From an optimization exercise on the open Yosys and OpenROAD flow, aimed at a short achievable clock period and few clock cycles; shortcuts taken in it are not production practice.
The RTL was checked by simulation tests, not by an equivalence proof against the original design.
Power is estimated from default activity; no workload was simulated.

==> design/flow/constraint.sdc <==
create_clock -name core_clock -period 8.0 [get_ports {clk}]
set_input_delay 1.6000 -clock core_clock [delete_from_list [all_inputs] [get_ports {clk}]]
set_output_delay 1.6000 -clock core_clock [all_outputs]
set_load 0.01 [all_outputs]
==> design/flow/design.v <==
`timescale 1ns/1ps
package pyr_pkg;
	localparam int xlen   = 16;
	localparam int ilen   = 21;
	localparam int palen  = 14;
	localparam int rsel_w = 4;
	localparam int nreg   = 16;
	typedef logic [palen-1:0]  pc_t;
	typedef logic [xlen-1:0]   word_t;
	typedef logic [ilen-1:0]   instr_t;
	typedef logic [rsel_w-1:0] rsel_t;
	localparam logic [2:0] op_sys   = 3'b000;
	localparam logic [2:0] op_imm   = 3'b001;
	localparam logic [2:0] op_br    = 3'b010;
	localparam logic [2:0] op_reg   = 3'b011;
	localparam logic [2:0] op_jalr  = 3'b100;
	localparam logic [2:0] op_auipc = 3'b101;
	localparam logic [2:0] op_jal   = 3'b110;
	localparam logic [2:0] op_lui   = 3'b111;
	localparam int res_add  = 0;
	localparam int res_sll  = 1;
	localparam int res_lt   = 2;
	localparam int res_xor  = 3;
	localparam int res_sr   = 4;
	localparam int res_or   = 5;
	localparam int res_and  = 6;
	localparam int nres     = 7;
endpackage
`timescale 1ns/1ps
module pyr_pc (
	input  logic clk,
	input  logic rst,
	input  logic advance,
	input  logic redirect,
	input  pyr_pkg::pc_t  target,
	input  logic is_jalr,
	input  logic [6:0] jalr_base_lo,
	input  logic [6:0] jalr_imm_lo,
	input  logic jalr_neg,
	input  logic [6:0] jalr_hi,
	input  logic [6:0] jalr_hi_inc,
	input  logic [6:0] jalr_hi_dec,
	output pyr_pkg::pc_t  fetch_addr,
	output pyr_pkg::pc_t  exec_pc
);
	logic         e_redirect;
	pyr_pkg::pc_t e_target;
	logic         e_jalr;
	logic [6:0]   e_base_lo;
	logic [6:0]   e_imm_lo;
	logic         e_neg;
	logic [6:0]   e_hi;
	logic [6:0]   e_hi_inc;
	logic [6:0]   e_hi_dec;
	logic [7:0]   jalr_lo;
	logic [6:0]   jalr_hi_sel;
	pyr_pkg::pc_t jalr_addr;
	always_ff @(posedge clk) begin
		if (rst) begin
			e_redirect <= 1'b0;
			e_jalr     <= 1'b0;
			exec_pc    <= '1;
		end else if (advance) begin
			e_redirect <= redirect;
			e_jalr     <= is_jalr;
			exec_pc    <= fetch_addr;
		end
	end
	always_ff @(posedge clk) begin
		if (advance) begin
			e_target  <= target;
			e_base_lo <= jalr_base_lo;
			e_imm_lo  <= jalr_imm_lo;
			e_neg     <= jalr_neg;
			e_hi      <= jalr_hi;
			e_hi_inc  <= jalr_hi_inc;
			e_hi_dec  <= jalr_hi_dec;
		end
	end
	assign jalr_lo = {1'b0, e_base_lo} + {1'b0, e_imm_lo};
	always_comb begin
		case ({e_neg, jalr_lo[7]})
			2'b01:   jalr_hi_sel = e_hi_inc;
			2'b10:   jalr_hi_sel = e_hi_dec;
			default: jalr_hi_sel = e_hi;
		endcase
	end
	assign jalr_addr = {jalr_hi_sel, jalr_lo[6:0]};
	assign fetch_addr = e_jalr ? jalr_addr : (e_redirect ? e_target : exec_pc + 1'b1);
endmodule
`timescale 1ns/1ps
module pyr_pipe_ctrl (
	input  logic clk,
	input  logic rst,
	input  logic run,
	input  logic imem_rdy,
	input  logic fetch_halt,
	output logic advance,
	output logic halt
);
	assign advance = run & imem_rdy & ~halt;
	always_ff @(posedge clk) begin
		if (rst)
			halt <= 1'b0;
		else if (advance && fetch_halt)
			halt <= 1'b1;
	end
endmodule
`timescale 1ns/1ps
module pyr_decode (
	input  pyr_pkg::instr_t  instr,
	input  pyr_pkg::pc_t     pc,
	input  pyr_pkg::word_t   rs1_val,
	input  pyr_pkg::word_t   rs2_val,
	output pyr_pkg::rsel_t   rs1,
	output pyr_pkg::rsel_t   rs2,
	output pyr_pkg::rsel_t   rd,
	output logic             writes_rd,
	output logic             is_halt,
	output pyr_pkg::word_t   arg0,
	output pyr_pkg::word_t   arg1,
	output pyr_pkg::word_t   add_b,
	output logic             add_cin,
	output logic [pyr_pkg::nres-1:0] res_sel,
	output logic             arith,
	output logic             lt,
	output logic             redirect,
	output pyr_pkg::pc_t     target,
	output logic             is_jalr,
	output logic [6:0]       jalr_base_lo,
	output logic [6:0]       jalr_imm_lo,
	output logic             jalr_neg,
	output logic [6:0]       jalr_hi,
	output logic [6:0]       jalr_hi_inc,
	output logic [6:0]       jalr_hi_dec
);
	logic [2:0] opcode;
	logic [2:0] funct3;
	logic       sgn;
	pyr_pkg::word_t immi;
	pyr_pkg::word_t immb;
	pyr_pkg::word_t immu;
	pyr_pkg::word_t imm_hi;
	pyr_pkg::word_t pc_word;
	logic       alu_like;
	logic       is_br;
	logic       is_jal;
	logic       sub;
	logic       cmp_signed;
	pyr_pkg::word_t cmp_a;
	pyr_pkg::word_t cmp_b;
	logic       eq;
	logic       taken;
	pyr_pkg::pc_t rel_imm;
	assign opcode = instr[2:0];
	assign rd     = instr[6:3];
	assign funct3 = instr[9:7];
	assign rs1    = instr[13:10];
	assign rs2    = instr[17:14];
	assign sgn    = instr[20];
	assign immi   = {{10{sgn}}, instr[19:14]};
	assign immb   = {{10{sgn}}, instr[20:18], instr[5:3]};
	assign immu   = {{4{sgn}}, instr[18:7]};
	assign imm_hi = {instr[17:7], 5'd0};
	assign pc_word = {{(pyr_pkg::xlen-pyr_pkg::palen){1'b0}}, pc};
	assign is_halt   = (opcode == pyr_pkg::op_sys) && (funct3 == 3'b000);
	assign writes_rd = (opcode != pyr_pkg::op_sys) && (opcode != pyr_pkg::op_br) && (rd != '0);
	assign is_br     = (opcode == pyr_pkg::op_br);
	assign is_jal    = (opcode == pyr_pkg::op_jal);
	assign is_jalr   = (opcode == pyr_pkg::op_jalr);
	assign alu_like  = (opcode == pyr_pkg::op_imm) || (opcode == pyr_pkg::op_reg);
	assign sub   = (opcode == pyr_pkg::op_reg) && (funct3 == 3'b000) && instr[19];
	assign arith = instr[19];
	always_comb begin
		res_sel = '0;
		if (alu_like) begin
			case (funct3)
				3'b000:  res_sel[pyr_pkg::res_add] = 1'b1;
				3'b001:  res_sel[pyr_pkg::res_sll] = 1'b1;
				3'b010:  res_sel[pyr_pkg::res_lt]  = 1'b1;
				3'b011:  res_sel[pyr_pkg::res_lt]  = 1'b1;
				3'b100:  res_sel[pyr_pkg::res_xor] = 1'b1;
				3'b101:  res_sel[pyr_pkg::res_sr]  = 1'b1;
				3'b110:  res_sel[pyr_pkg::res_or]  = 1'b1;
				default: res_sel[pyr_pkg::res_and] = 1'b1;
			endcase
		end else begin
			res_sel[pyr_pkg::res_add] = 1'b1;
		end
	end
	always_comb begin
		case (opcode)
			pyr_pkg::op_auipc,
			pyr_pkg::op_jal,
			pyr_pkg::op_jalr:  arg0 = pc_word;
			pyr_pkg::op_lui:   arg0 = '0;
			default:           arg0 = rs1_val;
		endcase
		case (opcode)
			pyr_pkg::op_imm:                     arg1 = immi;
			pyr_pkg::op_auipc, pyr_pkg::op_lui:  arg1 = imm_hi;
			pyr_pkg::op_jal, pyr_pkg::op_jalr:   arg1 = '0;
			default:                             arg1 = rs2_val;
		endcase
	end
	assign add_b   = sub ? ~arg1 : arg1;
	assign add_cin = sub;
	assign cmp_signed = (is_br && funct3[2:1] == 2'b10) || (alu_like && funct3 == 3'b010);
	assign cmp_a = rs1_val ^ {cmp_signed, {(pyr_pkg::xlen-1){1'b0}}};
	assign cmp_b = (opcode == pyr_pkg::op_imm ? immi : rs2_val) ^ {cmp_signed, {(pyr_pkg::xlen-1){1'b0}}};
	assign eq = (cmp_a == cmp_b);
	assign lt = (cmp_a < cmp_b);
	always_comb begin
		case (funct3)
			3'b000:  taken = eq;
			3'b001:  taken = ~eq;
			3'b100,
			3'b110:  taken = lt;
			3'b101,
			3'b111:  taken = ~lt;
			default: taken = 1'b0;
		endcase
	end
	assign redirect = is_jal | (is_br & taken);
	assign rel_imm  = is_jal ? immu[pyr_pkg::palen-1:0] : immb[pyr_pkg::palen-1:0];
	assign target   = pc + rel_imm;
	assign jalr_base_lo = rs1_val[6:0];
	assign jalr_imm_lo  = immi[6:0];
	assign jalr_neg     = sgn;
	assign jalr_hi      = rs1_val[pyr_pkg::palen-1:7];
	assign jalr_hi_inc  = rs1_val[pyr_pkg::palen-1:7] + 1'b1;
	assign jalr_hi_dec  = rs1_val[pyr_pkg::palen-1:7] - 1'b1;
endmodule
`timescale 1ns/1ps
module pyr_alu (
	input  pyr_pkg::word_t   arg0,
	input  pyr_pkg::word_t   arg1,
	input  pyr_pkg::word_t   add_b,
	input  logic             add_cin,
	input  logic             lt,
	input  logic [pyr_pkg::nres-1:0] res_sel,
	input  logic             arith,
	output pyr_pkg::word_t   rd_val
);
	logic [pyr_pkg::xlen:0]     sum_ext;
	pyr_pkg::word_t             sum;
	pyr_pkg::word_t             shl;
	pyr_pkg::word_t             shr;
	logic [2*pyr_pkg::xlen-1:0] shr_ext;
	logic [3:0]                 shamt;
	assign sum_ext = {arg0, 1'b1} + {add_b, add_cin};
	assign sum     = sum_ext[pyr_pkg::xlen:1];
	assign shamt = arg1[3:0];
	assign shl   = arg0 << shamt;
	assign shr_ext = {{pyr_pkg::xlen{arith & arg0[pyr_pkg::xlen-1]}}, arg0} >> shamt;
	assign shr     = shr_ext[pyr_pkg::xlen-1:0];
	always_comb begin
		rd_val = '0;
		if (res_sel[pyr_pkg::res_add]) rd_val |= sum;
		if (res_sel[pyr_pkg::res_sll]) rd_val |= shl;
		if (res_sel[pyr_pkg::res_lt])  rd_val |= {{(pyr_pkg::xlen-1){1'b0}}, lt};
		if (res_sel[pyr_pkg::res_xor]) rd_val |= arg0 ^ arg1;
		if (res_sel[pyr_pkg::res_sr])  rd_val |= shr;
		if (res_sel[pyr_pkg::res_or])  rd_val |= arg0 | arg1;
		if (res_sel[pyr_pkg::res_and]) rd_val |= arg0 & arg1;
	end
endmodule
`timescale 1ns/1ps
module pyr_regfile (
	input  logic  clk,
	input  logic  rst,
	input  logic  we,
	input  pyr_pkg::rsel_t rd,
	input  pyr_pkg::rsel_t rs1,
	input  pyr_pkg::rsel_t rs2,
	input  pyr_pkg::word_t rd_val,
	input  pyr_pkg::rsel_t dbg_sel,
	output pyr_pkg::word_t rs1_val,
	output pyr_pkg::word_t rs2_val,
	output pyr_pkg::word_t dbg_dout
);
	pyr_pkg::word_t regs [pyr_pkg::nreg];
	logic [pyr_pkg::nreg-1:0] dbg_hot;
	assign regs[0] = '0;
	for (genvar i = 1; i < pyr_pkg::nreg; i++) begin : g_reg
		always_ff @(posedge clk) begin
			if (rst)
				regs[i] <= '0;
			else if (we && rd == i)
				regs[i] <= rd_val;
		end
	end
	assign rs1_val = regs[rs1];
	assign rs2_val = regs[rs2];
	always_comb begin
		for (int i = 0; i < pyr_pkg::nreg; i++)
			dbg_hot[i] = (dbg_sel == i);
		dbg_dout = '0;
		for (int i = 1; i < pyr_pkg::nreg; i++)
			dbg_dout |= regs[i] & {pyr_pkg::xlen{dbg_hot[i]}};
	end
endmodule
`timescale 1ns/1ps
module pyr_core (
	input  logic   clk,
	input  logic   rst,
	input  logic   run,
	output pyr_pkg::pc_t    imem_addr,
	input  pyr_pkg::instr_t imem_dout,
	input  logic   imem_rdy,
	output logic   halt,
	input  pyr_pkg::rsel_t  dbg_sel,
	output pyr_pkg::word_t  dbg_dout
);
	logic advance;
	pyr_pkg::rsel_t f_rs1;
	pyr_pkg::rsel_t f_rs2;
	pyr_pkg::rsel_t f_rd;
	logic           f_wr;
	logic           f_halt;
	pyr_pkg::word_t f_arg0;
	pyr_pkg::word_t f_arg1;
	pyr_pkg::word_t f_add_b;
	logic           f_add_cin;
	logic [pyr_pkg::nres-1:0] f_res_sel;
	logic           f_arith;
	logic           f_lt;
	logic           f_redirect;
	pyr_pkg::pc_t   f_target;
	logic           f_jalr;
	logic [6:0]     f_jalr_base_lo;
	logic [6:0]     f_jalr_imm_lo;
	logic           f_jalr_neg;
	logic [6:0]     f_jalr_hi;
	logic [6:0]     f_jalr_hi_inc;
	logic [6:0]     f_jalr_hi_dec;
	pyr_pkg::word_t rs1_val;
	pyr_pkg::word_t rs2_val;
	pyr_pkg::word_t rs1_fwd;
	pyr_pkg::word_t rs2_fwd;
	pyr_pkg::rsel_t e_rd;
	logic           e_wr;
	pyr_pkg::word_t e_arg0;
	pyr_pkg::word_t e_arg1;
	pyr_pkg::word_t e_add_b;
	logic           e_add_cin;
	logic [pyr_pkg::nres-1:0] e_res_sel;
	logic           e_arith;
	logic           e_lt;
	pyr_pkg::word_t e_res;
	pyr_pkg::pc_t   e_pc;
	pyr_pipe_ctrl pyr_pipe_ctrl_inst (
		.clk        (clk),
		.rst        (rst),
		.run        (run),
		.imem_rdy   (imem_rdy),
		.fetch_halt (f_halt),
		.advance    (advance),
		.halt       (halt)
	);
	pyr_pc pyr_pc_inst (
		.clk          (clk),
		.rst          (rst),
		.advance      (advance),
		.redirect     (f_redirect),
		.target       (f_target),
		.is_jalr      (f_jalr),
		.jalr_base_lo (f_jalr_base_lo),
		.jalr_imm_lo  (f_jalr_imm_lo),
		.jalr_neg     (f_jalr_neg),
		.jalr_hi      (f_jalr_hi),
		.jalr_hi_inc  (f_jalr_hi_inc),
		.jalr_hi_dec  (f_jalr_hi_dec),
		.fetch_addr   (imem_addr),
		.exec_pc      (e_pc)
	);
	pyr_regfile pyr_regfile_inst (
		.clk      (clk),
		.rst      (rst),
		.we       (advance & e_wr),
		.rd       (e_rd),
		.rs1      (f_rs1),
		.rs2      (f_rs2),
		.rd_val   (e_res),
		.dbg_sel  (dbg_sel),
		.rs1_val  (rs1_val),
		.rs2_val  (rs2_val),
		.dbg_dout (dbg_dout)
	);
	assign rs1_fwd = (e_wr && e_rd == f_rs1) ? e_res : rs1_val;
	assign rs2_fwd = (e_wr && e_rd == f_rs2) ? e_res : rs2_val;
	pyr_decode pyr_decode_inst (
		.instr        (imem_dout),
		.pc           (imem_addr),
		.rs1_val      (rs1_fwd),
		.rs2_val      (rs2_fwd),
		.rs1          (f_rs1),
		.rs2          (f_rs2),
		.rd           (f_rd),
		.writes_rd    (f_wr),
		.is_halt      (f_halt),
		.arg0         (f_arg0),
		.arg1         (f_arg1),
		.add_b        (f_add_b),
		.add_cin      (f_add_cin),
		.res_sel      (f_res_sel),
		.arith        (f_arith),
		.lt           (f_lt),
		.redirect     (f_redirect),
		.target       (f_target),
		.is_jalr      (f_jalr),
		.jalr_base_lo (f_jalr_base_lo),
		.jalr_imm_lo  (f_jalr_imm_lo),
		.jalr_neg     (f_jalr_neg),
		.jalr_hi      (f_jalr_hi),
		.jalr_hi_inc  (f_jalr_hi_inc),
		.jalr_hi_dec  (f_jalr_hi_dec)
	);
	always_ff @(posedge clk) begin
		if (rst)
			e_wr <= 1'b0;
		else if (advance)
			e_wr <= f_wr;
	end
	always_ff @(posedge clk) begin
		if (advance) begin
			e_rd      <= f_rd;
			e_arg0    <= f_arg0;
			e_arg1    <= f_arg1;
			e_add_b   <= f_add_b;
			e_add_cin <= f_add_cin;
			e_res_sel <= f_res_sel;
			e_arith   <= f_arith;
			e_lt      <= f_lt;
		end
	end
	pyr_alu pyr_alu_inst (
		.arg0    (e_arg0),
		.arg1    (e_arg1),
		.add_b   (e_add_b),
		.add_cin (e_add_cin),
		.lt      (e_lt),
		.res_sel (e_res_sel),
		.arith   (e_arith),
		.rd_val  (e_res)
	);
endmodule
==> design/flow/run.sh <==
#!/bin/bash
# synth_recipe.tcl (not shown) runs the flow's synth.tcl, then flattens the netlist and writes it again
# the make line also repeats each setting of config.mk as NAME=value (left out here)
make -C /OpenROAD-flow-scripts/flow DESIGN_CONFIG=/design/flow/config.mk WORK_HOME=/design/flow/orfs CLKGATE_MAP_FILE= SYNTH_SCRIPT=/design/flow/synth_recipe.tcl finish
==> design/flow/config.mk <==
export PLATFORM = sky130hd
export DESIGN_NAME = pyr_core
export DESIGN_NICKNAME = pyr_core
export VERILOG_FILES = /design/flow/design.v
export SDC_FILE = /design/flow/constraint.sdc
export NUM_CORES = 4
export LEC_CHECK = 0
export ABC_CLOCK_PERIOD_IN_PS = 3500
export CAP_MARGIN = 20
export CORE_MARGIN = 2
export CORE_UTILIZATION = 40
export SETUP_SLACK_MARGIN = 4
export SLEW_MARGIN = 20
==> metrics.csv, run 1 <==
stage,metric,value,unit
setup_path,worstSetupEndpoint,dbg_dout[5],
hold_path,min_from,pyr_pc_inst.exec_pc[13],
cts,ctsRootBufferMaster,clkbuf_16,
floorplan,dieArea,60520,um2
cts,cts.clk_slew.worst_paths,0.06,ns
synth,synth_edf_count,109,
floorplan,die_w,246.0,um
place,placed_cell_area,25290,um2
synth,netlist.area_leader.share,22.05,%
layout,layout.cells.non_filler,3678,
sta,fmax,206.6,MHz
setup_path,reg2reg_to,pyr_pc_inst.e_redirect,
setup_path,crit_type,primary input to output port,
synth,synth_area,23430,um2
routing,firstDrtPassIters,10,
setup_path,cp_max_fo,5,
place,dp_slack,1.600,ns
sta,fin_tns_setup,0,ns
synth,ys_ff_latch,367,
layout,fin_nets,3000,
floorplan,io_pins,60,
setup_path,crit_top_cell,buf_12,
layout,antenna_cells,0,
layout,drive_gt1_share,26.50,%
routing,drc_errors,0,
sta,finalWorstSetupSlack,3.161,ns
routing,routedWlPerCell,30.84,um
global_route,grt_pass1_vias,23620,
cts,clockBufferDepth,3,
layout,syn_to_final_growth,30.71,%
synth,yosysWarningCount,7,
outcome,status,no timing/DRC/antenna violations,
setup_path,critPathMaxStageDelay,0.22,ns
setup_path,crit_arrival,3.24,ns
hold_path,min-delay-path-class,register to register,
global_route,grtUsageTotal,36.34,%
sta,final_hold_viol_count,0,
place,dp.cells,3337,
setup_path,reg2reg_depth,19,
floorplan,die_y,246.0,um
power_and_ir_drop,powerDensity,171.2,nW/um2
setup_path,critPathLaunch,dbg_sel[3],
setup_path,crit_path_start_kind,primary input,
synth,synth_ff_type,dfxtp_1,
cts,cts_tree,yes,
cts,insertion_delay,0.61,ns
power_and_ir_drop,power.total,0.005241,W
place,dp_hpwl,72.20,mm
hold_path,hold_depth,2,
synth,syn_area_per_cell,8.794,um2
cts,cts_buffers,43,
setup_path,slowest_stage,nor2_4,
sta,fin_crit,4.839,ns
setup_path,rr_startpoint,e_arg0[6],
routing,ant_nets,0,
layout,nFillCells,5218,
sta,max_slew_margin,31.16,%
global_route,antenna_found_initial,0,
sta,slew_viol_final,0,
setup_path,crit_chain,buf_12 -> nand2b_4 -> buf_12 -> nor2_4 -> buf_12 -> buf_4 -> a22oi_1 -> and3_1 -> nand4_1 -> buf_2,
sta,fin_crit_sh,60.49,%
synth,yosys-top-cells-area,"dfxtp_1 (22%), edfxtp_1 (14%), a211oi_1 (7.0%)",
global_route,grt.overflow.total,0,
synth,async_flop_share,0,%
power_and_ir_drop,ir_drop,0.1507,mV
layout,final_cell_area,30620,um2
sta,setup_viol,0,
synth,synthCells,2664,
power_and_ir_drop,p_leak,11.29,nW
floorplan,num_rows,88,
setup_path,cp.required,6.40,ns
setup_path,critPathCaptureType,output port,
floorplan,start_util,40.53,%
place,gp_congestion,1.032,
routing,wirelength,113.4,mm
setup_path,r2r_setup_slack,3.37,ns
cts,h-tree-depth,2,
routing,drt_iter0_markers,4058,
global_route,grt_max_degree,174,
synth,yosysSeqAreaShare,36.02,%
synth,synth_cell_type_count,86,
routing,routed_via_density,6.886,
synth,synth_nets,2785,
run,maxCapViolCount,0,
global_route,grt_pass1_wl,163.4,mm
floorplan,core,57810,um2
sta,finClkSkew,0.03422,ns
synth,synth.largest_area_cell,dfxtp_1,
cts,cts_sinks,367,
sta,rsz0062_at_grt,yes,
routing,vias,25330,
place,port_buffers,59,
sta,tightestPinTransition,1.033,ns
[power by group]
part | leakage, nW | switching (W) | internal (W)
clock | 0.738 | 0.000870 | 0.00122
sequential | 3.11 | 0.0000492 | 0.00198
combinational | 7.44 | 0.000650 | 0.000468
total | 11.3 | 0.00157 | 0.00367
[synthesized netlist by cell type (all sizes together) (23+ instances only)]
cell type	n
ha	89
clkbuf	199
nor3	50
and3	38
o21ai	96
o22ai	23
a22oi	206
a222oi	45
nand4	41
nand3	75
nand2	130
dfxtp	258
buf	39
a221oi	45
a21oi	69
mux2i	68
o211ai	23
mux4	27
xnor2	40
inv	79
a21o	30
edfxtp	109
a211oi	220
nor2	364
a22o	39
[stage by stage]
step	hold WS, ns	util, %
after global placement	0.4724	43.74
after detailed placement	0.4818	43.74
after global routing	0.5399	52.98
after floorplan	0.4623	-
final	0.4987	52.98
after CTS	0.4955	51.31
[area by class of cell]
cell class              count  area, um2  share of cell area, %
clock inverters            21      261.5                 0.8539
repair buffers            404       3999                  13.06
well taps                 765      957.2                  3.126
flip-flops and latches    367       8446                  27.58
multi-input cells        1981      15410                  50.33
clock buffers              58       1234                  4.029
repair inverters            1      5.005                0.01634
inverters                  81      309.0                  1.009
[cells in the final DEF, fill, tap and decap left out, types with 14 or more instances in the layout]
cell / instances
nor2_1: 330
dfxtp_1: 256
buf_4: 253
a211oi_1: 217
a22oi_1: 195
nand2_1: 119
edfxtp_1: 109
ha_1: 77
inv_1: 69
nand3_1: 68
mux2i_1: 66
o21ai_0: 58
a21oi_1: 53
buf_6: 49
clkbuf_16: 47
a222oi_1: 45
buf_12: 42
nand4_1: 41
xnor2_1: 39
a22o_1: 39
and3_1: 35
a21o_1: 30
mux4_2: 27
nor3_1: 26
o211ai_1: 23
a221oi_2: 23
nor2_4: 22
buf_2: 22
a221oi_1: 21
o21ai_2: 19
nor2b_1: 18
xor2_1: 18
a221o_1: 17
o21ai_1: 15
nor2_2: 15
o22ai_1: 15
mux2_2: 14
clkdlybuf4s50_1: 14
[layer usage]
layer | part of all wire, % | GRT usage, %
met5 | 0.044 | 0
met4 | 8.3 | 23.49
met3 | 10 | 7.680
met2 | 44 | 57.00
met1 | 37 | 45.20
[state kept, by name (all words and copies together), names as in the netlist, 7 cells and up]
register,count
pyr_regfile_inst.regs,240
e_add_b,16
e_arg0,16
e_arg1,16
pyr_pc_inst.e_target,14
pyr_pc_inst.exec_pc,14
e_res_sel,7
pyr_pc_inst.e_base_lo,7
pyr_pc_inst.e_hi,7
pyr_pc_inst.e_hi_dec,7
[how the worst min path moves through the flow]
stage | endpoint | slack, ns
after CTS | pyr_pc_inst.exec_pc[13] | 0.50
after global placement | pyr_pipe_ctrl_inst.halt | 0.47
after global routing | pyr_pc_inst.exec_pc[13] | 0.54
final | pyr_pc_inst.exec_pc[13] | 0.50
after floorplan | pyr_pc_inst.exec_pc[13] | 0.46
after detailed placement | pyr_pipe_ctrl_inst.halt | 0.48
[cell families (layout without fill, tap and decap cells)]
| group | Yosys count | count (layout) | share of synthesized area (%) |
|---|---|---|---|
| buffers and inverters | 319 | 565 | 5.314 |
| flip-flops | 367 | 367 | 36.02 |
| AND/OR/NAND/NOR | 811 | 814 | 16.30 |
| XOR/XNOR | 58 | 58 | 2.168 |
| AO/OA/AOI/OAI | 907 | 907 | 28.97 |
| adder cells (fa/ha/maj) | 92 | 92 | 5.010 |
| multiplexers | 110 | 110 | 6.222 |
[worst max-delay path: cells and delay by family]
kind,cells,cell delay [ns]
AO/OA/AOI/OAI,1,0.10
AND/OR/NAND/NOR,4,0.71
buffers and inverters,5,0.81
[timing repair]
action / CTS / global route
pin swaps: 120 / 105
cloned: 9 / 3
endpoints found under the setup margin: 293 / 44
hold buffers: 0 / 0
resized for setup: 402 / 119
setup buffers: 196 / 53
Testbench counts, summed over its fixed seeds: cycles 18,586.
==> inputs of run 2 (changes only) <==
--- a/design/flow/design.v
+++ b/design/flow/design.v
@@ -32,9 +32,11 @@
 	input  logic rst,
 	input  logic advance,
-	input  logic redirect,
+	input  logic [3:0] grp_eq,
+	input  logic [3:0] grp_lt,
+	input  logic is_jal,
+	input  logic [3:0] br_sel,
 	input  pyr_pkg::pc_t  target,
 	input  logic is_jalr,
-	input  logic [6:0] jalr_base_lo,
-	input  logic [6:0] jalr_imm_lo,
+	input  logic [7:0] jalr_lo,
 	input  logic jalr_neg,
 	input  logic [6:0] jalr_hi,
@@ -42,43 +44,59 @@
 	input  logic [6:0] jalr_hi_dec,
 	output pyr_pkg::pc_t  fetch_addr,
-	output pyr_pkg::pc_t  exec_pc
+	output pyr_pkg::pc_t  exec_pc,
+	output logic lt
 );
-	logic         e_redirect;
+	logic [3:0]   e_grp_eq;
+	logic [3:0]   e_grp_lt;
+	logic         e_jal;
+	logic [3:0]   e_br_sel;
 	pyr_pkg::pc_t e_target;
 	logic         e_jalr;
-	logic [6:0]   e_base_lo;
-	logic [6:0]   e_imm_lo;
+	logic [7:0]   e_lo;
 	logic         e_neg;
 	logic [6:0]   e_hi;
 	logic [6:0]   e_hi_inc;
 	logic [6:0]   e_hi_dec;
-	logic [7:0]   jalr_lo;
+	logic         eq;
+	logic         take_rel;
 	logic [6:0]   jalr_hi_sel;
 	pyr_pkg::pc_t jalr_addr;
 	always_ff @(posedge clk) begin
 		if (rst) begin
-			e_redirect <= 1'b0;
-			e_jalr     <= 1'b0;
-			exec_pc    <= '1;
+			e_jal    <= 1'b0;
+			e_br_sel <= '0;
+			e_jalr   <= 1'b0;
+			exec_pc  <= '1;
 		end else if (advance) begin
-			e_redirect <= redirect;
-			e_jalr     <= is_jalr;
-			exec_pc    <= fetch_addr;
+			e_jal    <= is_jal;
+			e_br_sel <= br_sel;
+			e_jalr   <= is_jalr;
+			exec_pc  <= fetch_addr;
 		end
 	end
 	always_ff @(posedge clk) begin
 		if (advance) begin
-			e_target  <= target;
-			e_base_lo <= jalr_base_lo;
-			e_imm_lo  <= jalr_imm_lo;
-			e_neg     <= jalr_neg;
-			e_hi      <= jalr_hi;
-			e_hi_inc  <= jalr_hi_inc;
-			e_hi_dec  <= jalr_hi_dec;
+			e_grp_eq <= grp_eq;
+			e_grp_lt <= grp_lt;
+			e_target <= target;
+			e_lo     <= jalr_lo;
+			e_neg    <= jalr_neg;
+			e_hi     <= jalr_hi;
+			e_hi_inc <= jalr_hi_inc;
+			e_hi_dec <= jalr_hi_dec;
 		end
 	end
-	assign jalr_lo = {1'b0, e_base_lo} + {1'b0, e_imm_lo};
+	assign eq = &e_grp_eq;
+	assign lt = e_grp_lt[3]
+		| (e_grp_eq[3] & e_grp_lt[2])
+		| (e_grp_eq[3] & e_grp_eq[2] & e_grp_lt[1])
+		| (e_grp_eq[3] & e_grp_eq[2] & e_grp_eq[1] & e_grp_lt[0]);
+	assign take_rel = e_jal
+		| (e_br_sel[0] & eq)
+		| (e_br_sel[1] & ~eq)
+		| (e_br_sel[2] & lt)
+		| (e_br_sel[3] & ~lt);
 	always_comb begin
-		case ({e_neg, jalr_lo[7]})
+		case ({e_neg, e_lo[7]})
 			2'b01:   jalr_hi_sel = e_hi_inc;
 			2'b10:   jalr_hi_sel = e_hi_dec;
@@ -86,6 +104,6 @@
 		endcase
 	end
-	assign jalr_addr = {jalr_hi_sel, jalr_lo[6:0]};
-	assign fetch_addr = e_jalr ? jalr_addr : (e_redirect ? e_target : exec_pc + 1'b1);
+	assign jalr_addr = {jalr_hi_sel, e_lo[6:0]};
+	assign fetch_addr = take_rel ? e_target : (e_jalr ? jalr_addr : exec_pc + 1'b1);
 endmodule
 `timescale 1ns/1ps
@@ -124,10 +142,11 @@
 	output logic [pyr_pkg::nres-1:0] res_sel,
 	output logic             arith,
-	output logic             lt,
-	output logic             redirect,
+	output logic [3:0]       grp_eq,
+	output logic [3:0]       grp_lt,
+	output logic             is_jal,
+	output logic [3:0]       br_sel,
 	output pyr_pkg::pc_t     target,
 	output logic             is_jalr,
-	output logic [6:0]       jalr_base_lo,
-	output logic [6:0]       jalr_imm_lo,
+	output logic [7:0]       jalr_lo,
 	output logic             jalr_neg,
 	output logic [6:0]       jalr_hi,
@@ -145,11 +164,8 @@
 	logic       alu_like;
 	logic       is_br;
-	logic       is_jal;
 	logic       sub;
 	logic       cmp_signed;
 	pyr_pkg::word_t cmp_a;
 	pyr_pkg::word_t cmp_b;
-	logic       eq;
-	logic       taken;
 	pyr_pkg::pc_t rel_imm;
 	assign opcode = instr[2:0];
@@ -209,22 +225,25 @@
 	assign cmp_a = rs1_val ^ {cmp_signed, {(pyr_pkg::xlen-1){1'b0}}};
 	assign cmp_b = (opcode == pyr_pkg::op_imm ? immi : rs2_val) ^ {cmp_signed, {(pyr_pkg::xlen-1){1'b0}}};
-	assign eq = (cmp_a == cmp_b);
-	assign lt = (cmp_a < cmp_b);
+	for (genvar g = 0; g < 4; g++) begin : g_cmp
+		assign grp_eq[g] = (cmp_a[4*g+3:4*g] == cmp_b[4*g+3:4*g]);
+		assign grp_lt[g] = (cmp_a[4*g+3:4*g] <  cmp_b[4*g+3:4*g]);
+	end
 	always_comb begin
-		case (funct3)
-			3'b000:  taken = eq;
-			3'b001:  taken = ~eq;
-			3'b100,
-			3'b110:  taken = lt;
-			3'b101,
-			3'b111:  taken = ~lt;
-			default: taken = 1'b0;
-		endcase
+		br_sel = '0;
+		if (is_br) begin
+			case (funct3)
+				3'b000:  br_sel[0] = 1'b1;
+				3'b001:  br_sel[1] = 1'b1;
+				3'b100,
+				3'b110:  br_sel[2] = 1'b1;
+				3'b101,
+				3'b111:  br_sel[3] = 1'b1;
+				default: br_sel = '0;
+			endcase
+		end
 	end
-	assign redirect = is_jal | (is_br & taken);
 	assign rel_imm  = is_jal ? immu[pyr_pkg::palen-1:0] : immb[pyr_pkg::palen-1:0];
 	assign target   = pc + rel_imm;
-	assign jalr_base_lo = rs1_val[6:0];
-	assign jalr_imm_lo  = immi[6:0];
+	assign jalr_lo      = {1'b0, rs1_val[6:0]} + {1'b0, immi[6:0]};
 	assign jalr_neg     = sgn;
 	assign jalr_hi      = rs1_val[pyr_pkg::palen-1:7];
@@ -325,10 +344,11 @@
 	logic [pyr_pkg::nres-1:0] f_res_sel;
 	logic           f_arith;
-	logic           f_lt;
-	logic           f_redirect;
+	logic [3:0]     f_grp_eq;
+	logic [3:0]     f_grp_lt;
+	logic           f_jal;
+	logic [3:0]     f_br_sel;
 	pyr_pkg::pc_t   f_target;
 	logic           f_jalr;
-	logic [6:0]     f_jalr_base_lo;
-	logic [6:0]     f_jalr_imm_lo;
+	logic [7:0]     f_jalr_lo;
 	logic           f_jalr_neg;
 	logic [6:0]     f_jalr_hi;
@@ -363,9 +383,11 @@
 		.rst          (rst),
 		.advance      (advance),
-		.redirect     (f_redirect),
+		.grp_eq       (f_grp_eq),
+		.grp_lt       (f_grp_lt),
+		.is_jal       (f_jal),
+		.br_sel       (f_br_sel),
 		.target       (f_target),
 		.is_jalr      (f_jalr),
-		.jalr_base_lo (f_jalr_base_lo),
-		.jalr_imm_lo  (f_jalr_imm_lo),
+		.jalr_lo      (f_jalr_lo),
 		.jalr_neg     (f_jalr_neg),
 		.jalr_hi      (f_jalr_hi),
@@ -373,5 +395,6 @@
 		.jalr_hi_dec  (f_jalr_hi_dec),
 		.fetch_addr   (imem_addr),
-		.exec_pc      (e_pc)
+		.exec_pc      (e_pc),
+		.lt           (e_lt)
 	);
 	pyr_regfile pyr_regfile_inst (
@@ -406,10 +429,11 @@
 		.res_sel      (f_res_sel),
 		.arith        (f_arith),
-		.lt           (f_lt),
-		.redirect     (f_redirect),
+		.grp_eq       (f_grp_eq),
+		.grp_lt       (f_grp_lt),
+		.is_jal       (f_jal),
+		.br_sel       (f_br_sel),
 		.target       (f_target),
 		.is_jalr      (f_jalr),
-		.jalr_base_lo (f_jalr_base_lo),
-		.jalr_imm_lo  (f_jalr_imm_lo),
+		.jalr_lo      (f_jalr_lo),
 		.jalr_neg     (f_jalr_neg),
 		.jalr_hi      (f_jalr_hi),
@@ -432,5 +456,4 @@
 			e_res_sel <= f_res_sel;
 			e_arith   <= f_arith;
-			e_lt      <= f_lt;
 		end
 	end
--- a/design/flow/config.mk
+++ b/design/flow/config.mk
@@ -6,8 +6,7 @@
 export NUM_CORES = 4
 export LEC_CHECK = 0
-export ABC_CLOCK_PERIOD_IN_PS = 3500
 export CAP_MARGIN = 20
 export CORE_MARGIN = 2
 export CORE_UTILIZATION = 40
-export SETUP_SLACK_MARGIN = 4
+export SETUP_SLACK_MARGIN = 5
 export SLEW_MARGIN = 20
==> run 2 against run 1 <==
  * Critical path depth is 1 lower
  * Via count rose by 12%
  * Count of clock-buffer cells in the layout rose by 5
  * Non-clock buffer count increased by 300
  * Still clean on timing, DRC and antenna
  * Largest power group is now registers
  * Synthesized area up 1.3%
  * Register-to-register slack gained 0.28 ns
  * Wire length rose by 22%
==> metrics.csv, run 2 <==
stage,metric,value,unit
outcome,status,no timing/DRC/antenna violations,
floorplan,io_pins,60,
synth,synthCells,2729,
hold_path,min-delay-path-class,register to register,
sta,finClkSkew,0.03597,ns
sta,fin_tns_setup,0,ns
setup_path,cp.required,6.40,ns
setup_path,critPathMaxStageDelay,0.30,ns
hold_path,min_from,pyr_pc_inst.exec_pc[13],
synth,yosys-top-cells-area,"dfxtp_1 (22%), edfxtp_1 (14%), nor2_1 (6.6%)",
place,dp_hpwl,72.42,mm
floorplan,dieArea,61300,um2
sta,fmax,209.8,MHz
setup_path,crit_arrival,3.17,ns
setup_path,crit_top_cell,buf_12,
hold_path,holdPathEnd,pyr_pc_inst.exec_pc[13],
layout,regMostFlops,pyr_regfile_inst.regs,
synth,yosysSeqAreaShare,36.27,%
sta,final_hold_viol_count,0,
routing,wirelength,138.1,mm
setup_path,r2r_setup_slack,3.65,ns
power_and_ir_drop,powerDensity,149.2,nW/um2
layout,nFillCells,4567,
layout,fin_nets,3390,
sta,rsz0062_at_grt,yes,
floorplan,start_util,40.37,%
cts,h-tree-depth,2,
sta,slew_viol_final,0,
setup_path,critPathCaptureType,output port,
sta,setup_viol,0,
synth,synth.largest_area_cell,dfxtp_1,
layout,largest_reg_flops,240,
place,port_buffers,59,
layout,utilization,63.78,%
cts,clockBufferDepth,3,
place,dp_slack,1.680,ns
layout,layout.cells.non_filler,4074,
run,maxCapViolCount,0,
power_and_ir_drop,p_leak,14.05,nW
synth,netlist.area_leader.share,22.10,%
floorplan,core,58800,um2
hold_path,hold_depth,2,
setup_path,crit_path_start_kind,primary input,
synth,syn_area_per_cell,8.697,um2
routing,drt_iter0_markers,4742,
sta,max_slew_margin,19.84,%
synth,synth_nets,2850,
sta,fin_crit,4.766,ns
synth,synth.most_common_cell,nor2_1,
cts,cts_hold_buf,0,
routing,vias,28490,
layout,layout_commonest_cell,nor2_1,
sta,tightestPinTransition,1.202,ns
routing,routedWlPerCell,33.90,um
place,dp.cells,3397,
floorplan,die_w,247.6,um
layout,mostFrequentLayoutCells,"nor2_1 (340), buf_4 (322), dfxtp_1 (262), buf_6 (191), a22oi_1 (165)",
layout,drive_gt1_share,42.52,%
global_route,antenna_found_initial,5,
synth,async_flop_share,0,%
global_route,grtUsageTotal,41.80,%
routing,routed_via_density,6.994,
cts,ctsRootBufferMaster,clkbuf_16,
global_route,grt_max_degree,181,
setup_path,reg2reg_to,pyr_pc_inst.e_target[12],
synth,ys_top_cells_by_count,"nor2_1 (418), dfxtp_1 (262), clkbuf_1 (203)",
setup_path,cp_max_fo,14,
cts,cts.clk_slew.worst_paths,0.06,ns
sta,finalWorstSetupSlack,3.234,ns
synth,synth_ff_type,dfxtp_1,
setup_path,rr_startpoint,pyr_pc_inst.e_grp_eq[1],
synth,synth_edf_count,112,
routing,ant_nets,0,
power_and_ir_drop,ir_drop,0.1872,mV
layout,syn_to_final_growth,58.01,%
setup_path,crit_buf_inv,4,
place,gp_congestion,0.9797,
floorplan,die_y,247.6,um
global_route,grt_pass1_wl,185.6,mm
cts,cts_sinks,374,
routing,drc_errors,0,
synth,synth_area,23730,um2
routing,firstDrtPassIters,14,
sta,holdWs,0.4998,ns
cts,insertion_delay,0.61,ns
synth,ys_ff_latch,374,
sta,fin_crit_sh,59.57,%
floorplan,num_rows,89,
global_route,grt.overflow.total,0,
global_route,grt_pass1_vias,26440,
setup_path,slowest_stage,nand4_1,
cts,cts_tree,yes,
setup_path,crit_family,buffers and inverters,
setup_path,reg2reg_depth,21,
synth,yosysWarningCount,7,
synth,synth_cell_type_count,90,
cts,cts_buffers,43,
setup_path,crit_chain,buf_12 -> nand2b_4 -> buf_12 -> nor3_4 -> buf_12 -> a22o_1 -> a221oi_2 -> nand4_1 -> buf_2,
setup_path,crit_type,primary input to output port,
[run 2: cell types whose count changed in the layout (fill, tap and decap cells not counted), sizes merged, moves of 11 or more]
cell    change
inv        +11
a21oi      +11
nand2      +19
nor2       +63
a211oi     -60
buf       +292
nor3       +45
o211ai     -12
a22oi      -13
mux2i      -17
o21ai      -11
[run 2: layout make-up]
type | instances | area, um2 | area share (%)
tap | 773 | 967.2 | 2.579
clock inverter | 13 | 161.4 | 0.4304
clock buffer | 63 | 1254 | 3.343
timing repair inverter | 3 | 26.28 | 0.07006
inverter | 91 | 391.6 | 1.044
timing repair buffer | 704 | 8160 | 21.76
sequential | 374 | 8608 | 22.95
multi-input combinational | 2052 | 17930 | 47.81
antenna | 1 | 2.502 | 0.006673
[run 2: metrics by stage]
stage | power [W] | cell area [um2]
after floorplan | 0.002730 | 26100
after global placement | 0.002986 | 26310
after detailed placement | 0.003002 | 26320
after CTS | 0.005367 | 34380
after global routing | 0.005720 | 37500
final | 0.005597 | 37500
[run 2: worst register-to-register path, cell delays in order, from the launching register on]
cell	delay, ns
edfxtp_1	0.39
a21o_1	0.20
a21o_1	0.19
a21o_1	0.19
buf_6	0.13
a2111o_2	0.45
buf_12	0.15
buf_8	0.12
buf_8	0.12
a21oi_4	0.16
inv_2	0.07
buf_6	0.12
ha_4	0.16
fa_2	0.36
a21o_1	0.19
a21oi_2	0.17
nor2b_1	0.08
o21a_1	0.21
nor3_2	0.17
o31ai_2	0.10
o41ai_2	0.27
xnor2_1	0.11
[run 2: worst max path at each step]
stage,slack [ns],end,cells past startpoint,from
2_1_floorplan,3.63,pyr_pc_inst.e_lo[6],16,imem_dout[11]
3_3_place_gp,1.78,dbg_dout[8],7,dbg_sel[0]
3_5_place_dp,1.68,dbg_dout[8],7,dbg_sel[0]
4_1_cts,3.38,dbg_dout[11],8,dbg_sel[3]
5_1_grt,3.21,dbg_dout[10],9,dbg_sel[1]
6_report,3.23,dbg_dout[11],9,dbg_sel[3]
[run 2: what timing repair did]
item	CTS	global route
pin swaps	269	289
setup endpoints to repair	370	326
gates cloned	36	9
gates resized for setup	739	348
buffers inserted	398	156
[run 2: power breakdown]
part	total [W]	switching (W)	internal [W]	leakage (nW)
Combinational	0.00145	0.000787	0.000659	10.2
Sequential	0.00208	0.0000565	0.00202	3.16
Clock	0.00207	0.000888	0.00119	0.686
[run 2: logic make-up after synthesis]
family / synth area share [%]
buf+inv: 5.156
xor+xnor: 2.583
flops: 36.27
fa+ha+maj: 4.945
mux: 5.947
simple gates: 18.56
compound gates: 26.54
[run 2: layer usage]
layer | vias up | share of wire, % | GRT usage, %
met5 | - | 0.077 | 0.1590
met4 | 8 | 11 | 31.72
met3 | 885 | 13 | 13.88
met2 | 2474 | 42 | 63.04
met1 | 13600 | 34 | 49.22
li1 | 11530 | - | -
Testbench counts of run 2, summed over its fixed seeds: cycles 18,586.
==> inputs of run 3 (changes only) <==
--- a/design/flow/config.mk
+++ b/design/flow/config.mk
@@ -6,7 +6,8 @@
 export NUM_CORES = 4
 export LEC_CHECK = 0
+export ABC_CLOCK_PERIOD_IN_PS = 3500
 export CAP_MARGIN = 20
 export CORE_MARGIN = 2
 export CORE_UTILIZATION = 40
-export SETUP_SLACK_MARGIN = 5
+export SETUP_SLACK_MARGIN = 4
 export SLEW_MARGIN = 20
==> run 3 against run 2 <==
  * Setup slack improved by 0.078 ns
  * Fmax increased by 1.7%
  * Non-clock buffer count decreased by 288
  * Power decreased by 4.4%
  * Synthesized cell count unchanged
  * First-iteration DRC count decreased by 17%
  * Via count decreased by 9.8%
  * Critical path type unchanged
  * Largest power group is now clock
  * Highest routed layer is now met4
==> metrics.csv, run 3 <==
stage,metric,value,unit
outcome,status,no timing/DRC/antenna violations,
run,maxCapViolCount,0,
setup_path,reg2reg_depth,24,
power_and_ir_drop,ir_drop,0.1518,mV
layout,largest_reg_flops,240,
routing,drc_errors,0,
floorplan,num_rows,89,
layout,fin_nets,3090,
layout,antenna_cells,0,
layout,nFillCells,5318,
setup_path,crit_type,primary input to output port,
setup_path,crit_chain,buf_12 -> nand2b_4 -> nor2_4 -> buf_12 -> a222oi_1 -> and3_1 -> nand4_1 -> buf_2,
sta,rsz0062_at_grt,yes,
routing,routed_via_density,6.815,
sta,tightestPinTransition,1.106,ns
floorplan,die_y,247.6,um
routing,routedWlPerCell,30.74,um
setup_path,cp.required,6.40,ns
routing,firstDrtPassIters,13,
setup_path,critPathLaunch,dbg_sel[1],
setup_path,critPathMaxStageDelay,0.31,ns
floorplan,die_w,247.6,um
cts,h-tree-depth,2,
synth,synth_ff_type,dfxtp_1,
layout,drive_gt1_share,24.97,%
layout,mostFrequentLayoutCells,"nor2_1 (382), dfxtp_1 (262), buf_4 (243), a22oi_1 (189), a211oi_1 (156)",
layout,regMostFlops,pyr_regfile_inst.regs,
global_route,grt.overflow.total,0,
floorplan,dieArea,61300,um2
cts,cts_tree,yes,
synth,synth_edf_count,112,
sta,fin_crit_sh,58.60,%
setup_path,worstSetupEndpoint,dbg_dout[6],
setup_path,critPathCaptureType,output port,
synth,yosysSeqAreaShare,36.27,%
routing,drt_iter0_markers,3951,
setup_path,crit_arrival,3.09,ns
global_route,grt_pass1_wl,163.0,mm
setup_path,crit_top_cell,buf_12,
synth,synth.most_common_cell,nor2_1,
cts,cts_buffers,42,
setup_path,reg2reg_to,pyr_pc_inst.e_target[12],
layout,utilization,52.80,%
routing,vias,25710,
cts,insertion_delay,0.60,ns
layout,layout_commonest_cell,nor2_1,
setup_path,crit_path_start_kind,primary input,
synth,synthCells,2729,
floorplan,core,58800,um2
sta,setup_viol,0,
sta,max_slew_margin,26.24,%
routing,wirelength,116.0,mm
global_route,grt_max_degree,106,
synth,yosys-top-cells-area,"dfxtp_1 (22%), edfxtp_1 (14%), nor2_1 (6.6%)",
synth,synth_nets,2850,
sta,fin_crit,4.688,ns
layout,syn_to_final_growth,30.80,%
setup_path,rr_startpoint,pyr_pc_inst.e_grp_eq[1],
synth,synth_cell_type_count,90,
place,dp_hpwl,70.62,mm
synth,ys_ff_latch,374,
floorplan,io_pins,60,
sta,fin_tns_setup,0,ns
setup_path,r2r_setup_slack,3.76,ns
global_route,grtUsageTotal,36.15,%
global_route,antenna_found_initial,2,
synth,yosysWarningCount,7,
place,gp_congestion,0.9875,
place,port_buffers,59,
sta,slew_viol_final,0,
setup_path,slowest_stage,a222oi_1,
setup_path,cp_max_fo,6,
power_and_ir_drop,p_leak,11.30,nW
sta,finClkSkew,0.04411,ns
floorplan,start_util,40.37,%
sta,fmax,213.3,MHz
synth,ys_top_cells_by_count,"nor2_1 (418), dfxtp_1 (262), clkbuf_1 (203)",
global_route,grt_pass1_vias,24150,
cts,cts_sinks,374,
cts,cts.clk_slew.worst_paths,0.06,ns
power_and_ir_drop,powerDensity,172.3,nW/um2
hold_path,min-delay-path-class,register to register,
synth,async_flop_share,0,%
synth,synth.largest_area_cell,dfxtp_1,
cts,ctsRootBufferMaster,clkbuf_16,
sta,final_hold_viol_count,0,
cts,cts_hold_buf,0,
cts,clockBufferDepth,3,
synth,netlist.area_leader.share,22.10,%
synth,synth_area,23730,um2
synth,syn_area_per_cell,8.697,um2
routing,ant_nets,0,
run 3: timing repair:
item | 4_1_cts | 5_1_grt
setup endpoints to repair | 283 | 59
pin swaps | 102 | 75
gates resized for setup | 402 | 135
cloned | 10 | 9
setup buffers | 177 | 97
run 3: worst min path at each step:
stage	slack, ns	start	cells after the start	end
finish	0.50	pyr_pipe_ctrl_inst.halt	2	pyr_pipe_ctrl_inst.halt
global route	0.53	pyr_regfile_inst.regs[15][14]	2	pyr_regfile_inst.regs[15][14]
CTS	0.49	pyr_pipe_ctrl_inst.halt	2	pyr_pipe_ctrl_inst.halt
detailed placement	0.45	pyr_pc_inst.e_jal	2	pyr_pc_inst.e_jal
global placement	0.45	pyr_pc_inst.e_jal	2	pyr_pc_inst.e_jal
floorplan	0.44	pyr_pc_inst.e_jal	2	pyr_pc_inst.e_jal
run 3: logic make-up after synthesis:
family	share of synthesized area [%]
and+or+nand+nor	18.56
xor gates and xnor gates	2.583
buffers and inverters	5.156
muxes	5.947
AOI/OAI and AO/OA	26.54
DFF	36.27
adders and majority gates	4.945
run 3: power by group:
part / internal [W] / total, W / leakage [nW] / switching [W]
Sequential: 0.00202 / 0.00208 / 3.16 / 0.0000613
Clock: 0.00125 / 0.00210 / 0.717 / 0.000848
Combinational: 0.000509 / 0.00116 / 7.42 / 0.000655
Total: 0.00379 / 0.00535 / 11.3 / 0.00156
run 3: layer usage:
metal	up-vias	wire (um)	global-route usage, %	share of wire (%)
li1	10890	-	-	-
met2	1949	49550	55.19	43
met4	0	9192	22.67	7.9
met5	-	0	0	0
met3	567	14230	9.170	12
met1	12310	42990	45.63	37
run 3: through the flow:
stage	power (W)	cells	hold slack, ns	instance area, um2	worst slack [ns]
6_report	0.005350	3772	0.4961	31040	3.312
5_1_grt	0.005501	3772	0.5255	31040	3.237
4_1_cts	0.005230	3666	0.4933	29520	3.343
3_5_place_dp	0.002947	3405	0.4518	25530	1.690
3_3_place_gp	0.002930	3404	0.4549	25510	1.779
2_1_floorplan	0.002664	2729	0.4359	24510	3.628
run 3: cell type report:
cell class                 count  area (um2)  area share [%]
clock buffer                  58        1212           3.905
clock inverter                16       254.0          0.8182
inverter                      91       375.4           1.209
multi-input combinational   2043       15500           49.94
sequential                   374        8608           27.73
tap                          773       967.2           3.115
timing repair buffer         416        4115           13.26
timing repair inverter         1       8.758         0.02821
run 3: critical path: cells and delay by family:
kind / cells / cell delay [ns]
AND/OR/NAND/NOR: 4 / 0.69
buffers and inverters: 3 / 0.48
AO/OA/AOI/OAI: 1 / 0.31
==> inputs of run 4 (changes only) <==
--- a/design/flow/config.mk
+++ b/design/flow/config.mk
@@ -10,4 +10,4 @@
 export CORE_MARGIN = 2
 export CORE_UTILIZATION = 40
-export SETUP_SLACK_MARGIN = 4
+export SETUP_SLACK_MARGIN = 3.4
 export SLEW_MARGIN = 20
==> run 4 against run 3 <==
  * Critical path depth stayed put
  * Clock skew rose by 0.019 ns
  * Sequential power about the same
  * Register-to-register slack worse by 0.26 ns
  * Hold slack got worse by 0.00087 ns
  * Count of clock-buffer cells in the layout grew 3
  * Cell area is 10% lower
  * Die area is the same
  * Flip-flop and latch count did not move
  * Cell count shrank 5.3%
  * Fmax shrank 0.19%
  * Wire length is 4.7% lower
  * Critical path type unchanged
  * Critical endpoint is now dbg_dout[8]
  * Largest cell class unchanged
  * Highest routed layer is now met5
==> metrics.csv, run 4 <==
stage,metric,value,unit
global_route,antenna_found_initial,5,
global_route,grt_pass1_wl,157.8,mm
setup_path,cp.required,6.40,ns
sta,fin_tns_setup,0,ns
synth,synth.most_common_cell,nor2_1,
synth,yosysWarningCount,7,
routing,ant_nets,0,
cts,cts.clk_slew.worst_paths,0.06,ns
routing,drt_iter0_markers,4489,
synth,yosys-top-cells-area,"dfxtp_1 (22%), edfxtp_1 (14%), nor2_1 (6.6%)",
hold_path,min-delay-path-class,register to register,
synth,synth_cell_type_count,90,
synth,synth_nets,2850,
place,dp_slack,1.774,ns
power_and_ir_drop,power.total,0.005062,W
power_and_ir_drop,pwr-share-seq,41.2,%
outcome,status,no timing/DRC/antenna violations,
sta,tightestPinTransition,1.146,ns
floorplan,dieArea,61300,um2
sta,finalWorstSetupSlack,3.303,ns
synth,yosysSeqAreaShare,36.27,%
cts,cts_sinks,374,
synth,syn_area_per_cell,8.697,um2
floorplan,die_y,247.6,um
routing,vias,24610,
global_route,grt_max_degree,118,
cts,ctsRootBufferMaster,clkbuf_16,
sta,setup_viol,0,
layout,largest_reg_flops,240,
synth,synth_ff_type,dfxtp_1,
layout,utilization,47.46,%
floorplan,io_pins,60,
cts,clockBufferDepth,3,
power_and_ir_drop,switching_share,29.86,%
sta,fin_crit,4.697,ns
cts,cts_tree,yes,
setup_path,crit_arrival,3.10,ns
global_route,grt_pass1_vias,23550,
sta,finClkSkew,0.06331,ns
sta,max_slew_margin,23.31,%
floorplan,die_w,247.6,um
layout,drive_gt1_share,15.25,%
sta,fmax,212.9,MHz
synth,synth_edf_count,112,
cts,cts_hold_buf,0,
floorplan,core,58800,um2
sta,fin_crit_sh,58.71,%
power_and_ir_drop,p_leak,9.831,nW
synth,ys_top_cells_by_count,"nor2_1 (418), dfxtp_1 (262), clkbuf_1 (203)",
floorplan,start_util,40.37,%
routing,routedWlPerCell,30.95,um
layout,fin_nets,2880,
cts,insertion_delay,0.63,ns
layout,mostFrequentLayoutCells,"nor2_1 (394), dfxtp_1 (262), a22oi_1 (192), a211oi_1 (157), nand2_1 (147)",
setup_path,r2r_setup_slack,3.50,ns
setup_path,crit_type,primary input to output port,
layout,layout_commonest_cell,nor2_1,
layout,regMostFlops,pyr_regfile_inst.regs,
power_and_ir_drop,pwr-share-comb,17.9,%
synth,async_flop_share,0,%
synth,synth.largest_area_cell,dfxtp_1,
layout,syn_to_final_growth,17.58,%
power_and_ir_drop,switching_power,0.001511,W
global_route,grt.overflow.total,0,
setup_path,crit_path_start_kind,primary input,
synth,ys_ff_latch,374,
cts,h-tree-depth,2,
place,port_buffers,59,
routing,drc_errors,0,
sta,final_hold_viol_count,0,
floorplan,num_rows,89,
power_and_ir_drop,internal_power,0.003550,W
place,dp_hpwl,73.53,mm
cts,cts_buffers,44,
synth,synthCells,2729,
synth,synth_area,23730,um2
routing,routed_via_density,6.892,
routing,wirelength,110.5,mm
setup_path,critPathCaptureType,output port,
power_and_ir_drop,pwr-share-clk,40.9,%
sta,slew_viol_final,0,
power_and_ir_drop,ir_drop,0.1815,mV
power_and_ir_drop,powerDensity,181.4,nW/um2
global_route,grtUsageTotal,34.64,%
place,gp_congestion,1.019,
routing,firstDrtPassIters,10,
sta,rsz0062_at_grt,yes,
layout,nFillCells,5610,
synth,netlist.area_leader.share,22.10,%
run,maxCapViolCount,0,
setup_path,cp_max_fo,9,
## run 4: cell counts after synthesis
Identical to the previous run, type by type.
## run 4: kinds of logic after synthesis
kind of cell               after synthesis  share of synthesized area [%]
buffers and inverters                  318                          5.156
adders and majority gates               92                          4.945
AOI/OAI and AO/OA                      838                          26.54
DFF                                    374                          36.27
and+or+nand+nor                        938                          18.56
muxes                                   99                          5.947
xor gates and xnor gates                70                          2.583
## run 4: critical path, stage by stage
cell and delay (ns):
buf_12 0.09, nand2b_4 0.19, nor2_4 0.08, buf_12 0.16, a222oi_1 0.30, and3_1 0.21, nand4_1 0.23, buf_2 0.23
## run 4: area by class of cell
type,instances,area [um2],area share [%]
tap,773,967.2,3.466
clock buffer,61,1235,4.425
timing repair buffer,209,1853,6.640
antenna,4,10.01,0.03587
inverter,91,350.3,1.255
clock inverter,20,236.5,0.8474
multi-input combinational,2039,14650,52.48
sequential,374,8608,30.85
## run 4: through the flow
stage | hold slack (ns) | cell area (um2) | instances
finish | 0.4952 | 27910 | 3571
global route | 0.5094 | 27900 | 3570
CTS | 0.5009 | 27400 | 3535
detailed placement | 0.4530 | 25330 | 3418
global placement | 0.4530 | 25320 | 3418
floorplan | 0.4359 | 23800 | 2729
## run 4: path summary, 6_finish.rpt
kind                                start                  endpoint  cells past startpoint
setup / recovery               dbg_sel[0]               dbg_dout[8]                      8
hold / removal    pyr_pc_inst.exec_pc[13]   pyr_pc_inst.exec_pc[13]                      2
setup reg to reg  pyr_pc_inst.e_grp_eq[1]  pyr_pc_inst.e_target[13]                     16
hold reg to reg   pyr_pc_inst.exec_pc[13]   pyr_pc_inst.exec_pc[13]                      2
## run 4: metal layers
metal,wire length [um],global-route usage (%)
met1,41680,43.56
met4,8996,20.66
met3,12650,8.683
met5,65,0
met2,47140,53.64
## run 4: what timing repair did
action,CTS,global route
gates resized for setup,209,77
pin swaps,31,27
endpoints found under the setup margin,78,85
gates cloned,4,4
setup buffers,32,28
## run 4: power by group through the flow
stage	registers (W)	clock network [W]	logic (W)
after floorplan	0.00209	0	0.000544
after global placement	0.00212	0	0.000798
after detailed placement	0.00212	0	0.000812
after CTS	0.00208	0.00209	0.000848
after global routing	0.00209	0.00216	0.000961
final	0.00209	0.00207	0.000905
==> inputs of run 5 (changes only) <==
--- a/design/flow/config.mk
+++ b/design/flow/config.mk
@@ -9,5 +9,6 @@
 export CAP_MARGIN = 20
 export CORE_MARGIN = 2
-export CORE_UTILIZATION = 40
-export SETUP_SLACK_MARGIN = 3.4
+export CORE_UTILIZATION = 50
+export PLACE_DENSITY = 0.7
+export SETUP_SLACK_MARGIN = 4
 export SLEW_MARGIN = 20
==> run 5 against run 4 <==
  * First-iteration DRC count increased by 8.0%
  * Global-route usage rose by 11 points
  * Non-clock buffer count rose by 180
  * Setup slack got worse by 0.026 ns
  * Synthesized area unchanged
  * Critical path type unchanged
  * Critical endpoint is now dbg_dout[11]
  * Largest cell class unchanged
  * Highest routed layer unchanged
==> metrics.csv, run 5 <==
stage,metric,value,unit
global_route,antenna_found_initial,5,
setup_path,crit_buf_inv,5,
global_route,use_met2,70.10,%
synth,yosys-top-cells-area,"dfxtp_1 (22%), edfxtp_1 (14%), nor2_1 (6.6%)",
routing,vias,26520,
synth,ys_top_cells_by_count,"nor2_1 (418), dfxtp_1 (262), clkbuf_1 (203)",
synth,synth_ff_type,dfxtp_1,
setup_path,crit_top_cell,buf_12,
layout,nFillCells,3659,
power_and_ir_drop,internal_power,0.003685,W
synth,synth_area,23730,um2
setup_path,crit_type,primary input to output port,
global_route,top_usage_layer,met2,
power_and_ir_drop,switching_power,0.001602,W
place,dp.cells,3240,
setup_path,crit_family,buffers and inverters,
layout,fin_nets,3066,
cts,clockBufferDepth,3,
routing,routed_via_density,7.391,
power_and_ir_drop,power.total,0.005288,W
routing,wirelength,118.8,mm
sta,rsz0062_at_grt,yes,
power_and_ir_drop,p_leak,11.10,nW
cts,cts_sinks,374,
sta,fin_tns_setup,0,ns
place,port_buffers,59,
setup_path,cp.required,6.40,ns
global_route,grt.overflow.total,0,
sta,setup_viol,0,
sta,max_slew_margin,32.94,%
cts,insertion_delay,0.61,ns
routing,drc_errors,0,
cts,cts.clk_slew.worst_paths,0.06,ns
place,dp_hpwl,70.28,mm
routing,firstDrtPassIters,14,
power_and_ir_drop,pwr-share-clk,38.4,%
global_route,grtUsageMet3,14.10,%
layout,regMostFlops,pyr_regfile_inst.regs,
layout,drive_gt1_share,24.11,%
synth,syn_area_per_cell,8.697,um2
synth,synthCells,2729,
sta,finClkSkew,0.03904,ns
power_and_ir_drop,powerDensity,173.3,nW/um2
setup_path,crit_arrival,3.12,ns
layout,syn_to_final_growth,28.53,%
floorplan,core,46650,um2
global_route,grt_pass1_wl,167.5,mm
sta,slew_viol_final,0,
power_and_ir_drop,switching_share,30.30,%
floorplan,num_rows,79,
power_and_ir_drop,pwr-share-seq,39.4,%
routing,routedWlPerCell,33.12,um
cts,cts_buffers,43,
synth,yosysSeqAreaShare,36.27,%
synth,ys_ff_latch,374,
outcome,status,no timing/DRC/antenna violations,
synth,yosysWarningCount,7,
synth,async_flop_share,0,%
cts,h-tree-depth,2,
synth,synth.largest_area_cell,dfxtp_1,
cts,cts_hold_buf,0,
sta,final_hold_viol_count,0,
routing,ant_nets,0,
global_route,grtUsageTotal,45.82,%
synth,netlist.area_leader.share,22.10,%
synth,synth_cell_type_count,90,
layout,layout.cells.non_filler,3588,
sta,fin_crit_sh,59.03,%
setup_path,crit_path_start_kind,primary input,
synth,synth_nets,2850,
cts,ctsRootBufferMaster,clkbuf_16,
floorplan,start_util,50.87,%
setup_path,slowest_stage,nand4_1,
power_and_ir_drop,ir_drop,0.1681,mV
global_route,grt_pass1_vias,24740,
global_route,use_met1,54.65,%
synth,synth.most_common_cell,nor2_1,
power_and_ir_drop,pwr-share-comb,22.2,%
sta,tightestPinTransition,1.004,ns
hold_path,min-delay-path-class,register to register,
floorplan,dieArea,49230,um2
run,maxCapViolCount,0,
floorplan,io_pins,60,
setup_path,critPathMaxStageDelay,0.19,ns
place,gp_congestion,1.021,
floorplan,die_y,221.9,um
layout,layout_commonest_cell,nor2_1,
routing,drt_iter0_markers,4850,
global_route,grt_max_degree,107,
layout,largest_reg_flops,240,
sta,fmax,211.8,MHz
layout,mostFrequentLayoutCells,"nor2_1 (384), dfxtp_1 (262), buf_4 (230), a22oi_1 (188), a211oi_1 (156)",
floorplan,die_w,221.9,um
setup_path,crit_chain,buf_12 -> nand2b_4 -> buf_4 -> buf_6 -> nor2_4 -> buf_12 -> a22oi_1 -> and3_1 -> nand4_1 -> buf_2,
layout,utilization,65.38,%
cts,cts_tree,yes,
synth,synth_edf_count,112,
setup_path,critPathCaptureType,output port,
sta,fin_crit,4.722,ns
setup_path,cp_max_fo,10,
sta,holdWs,0.4989,ns
## run 5: layout make-up
cell class	instances	area (um2)	share of cell area, %
multi-input combinational	2045	15410	50.52
sequential	374	8608	28.22
timing repair buffer	389	3899	12.78
clock buffer	58	1217	3.991
tap	607	759.5	2.490
inverter	91	374.1	1.226
clock inverter	20	219.0	0.7178
timing repair inverter	1	8.758	0.02871
antenna	3	7.507	0.02461
## run 5: worst paths after layout
kind                                               from                       to  slack (ns)  cells after the start
worst min-delay path            pyr_pipe_ctrl_inst.halt  pyr_pipe_ctrl_inst.halt        0.50                      2
worst max register to register  pyr_pc_inst.e_grp_eq[1]  pyr_pc_inst.e_target[8]        3.60                     25
worst min register to register  pyr_pipe_ctrl_inst.halt  pyr_pipe_ctrl_inst.halt        0.50                      2
worst max-delay path                         dbg_sel[3]             dbg_dout[11]        3.28                     10
## run 5: per-layer routing
metal	routed length [um]	part of all wire [%]
met1	41140	35
met2	50710	43
met3	15210	13
met4	11740	9.9
met5	25	0.021
## run 5: cell families (layout without fill, tap and decap cells)
kind of cell               count (synthesis)  count (layout)  synth area share, %
other                                      0               3                    0
muxes                                     99              99                5.947
DFF                                      374             374                36.27
AOI/OAI and AO/OA                        838             840                26.54
buffers and inverters                    318             559                5.156
adders and majority gates                 92              92                4.945
xor gates and xnor gates                  70              70                2.583
and+or+nand+nor                          938             944                18.56
## run 5: power by group through the flow
stage	sequential, W	combinational (W)	clock (W)
6_report	0.00208	0.00117	0.00203
5_1_grt	0.00209	0.00122	0.00210
4_1_cts	0.00208	0.000994	0.00202
3_5_place_dp	0.00212	0.000828	0
3_3_place_gp	0.00212	0.000806	0
2_1_floorplan	0.00209	0.000577	0
## run 5: what timing repair did
item | 4_1_cts | 5_1_grt
pin swaps | 97 | 60
endpoints found under the hold margin | 0 | 0
gates resized for setup | 386 | 111
setup buffers | 181 | 71
endpoints found under the setup margin | 297 | 134
gates cloned | 11 | 4
## run 5: tightest hold or removal path, stage by stage (launching register included)
cell	delay [ns]
dfxtp_1	0.34
a31oi_1	0.05
nor2_1	0.07
## run 5: through the flow
stage               worst slack, ns  cell area (um2)
floorplan                     3.628            24510
global placement              1.734            25330
detailed placement            1.686            25330
CTS                           3.332            29380
global route                  3.249            30500
finish                        3.278            30500

-- what the ideal ports hide --
In the flow no input, the clock included, has a driving cell. The finished layouts below were timed again as built, in two steps.
Step 1 assumes that a clkbuf_16 drives the clock port and a buf_2 every other input.
Step 2 times the ports against the registers' clock, not the clock port: input delays grow and output delays shrink by t, the midpoint of the rising clock arrivals with the driver on.
Three values: no drivers, after step 1, after step 2; two values: the first two.
| run | t, ns | slack for setup (ns) | worst slew at a driven data input, ns |
|---|---|---|---|
| run 1 | 0.661 | 3.161 / 3.099 / 2.568 | 0.24 |
| run 2 | 0.655 | 3.234 / 3.170 / 3.170 | 0.32 |
| run 3 | 0.640 | 3.312 / 3.242 / 3.242 | 0.07 |
| run 4 | 0.660 | 3.303 / 3.242 / 2.713 | 0.10 |
| run 5 | 0.656 | 3.278 / 3.224 / 3.030 | 0.13 |
After both steps setup and hold are still met in every run listed. For run 1, which loses most, drivers alone change the setup slack by -0.062 ns; drivers and shift together by -0.593 ns.
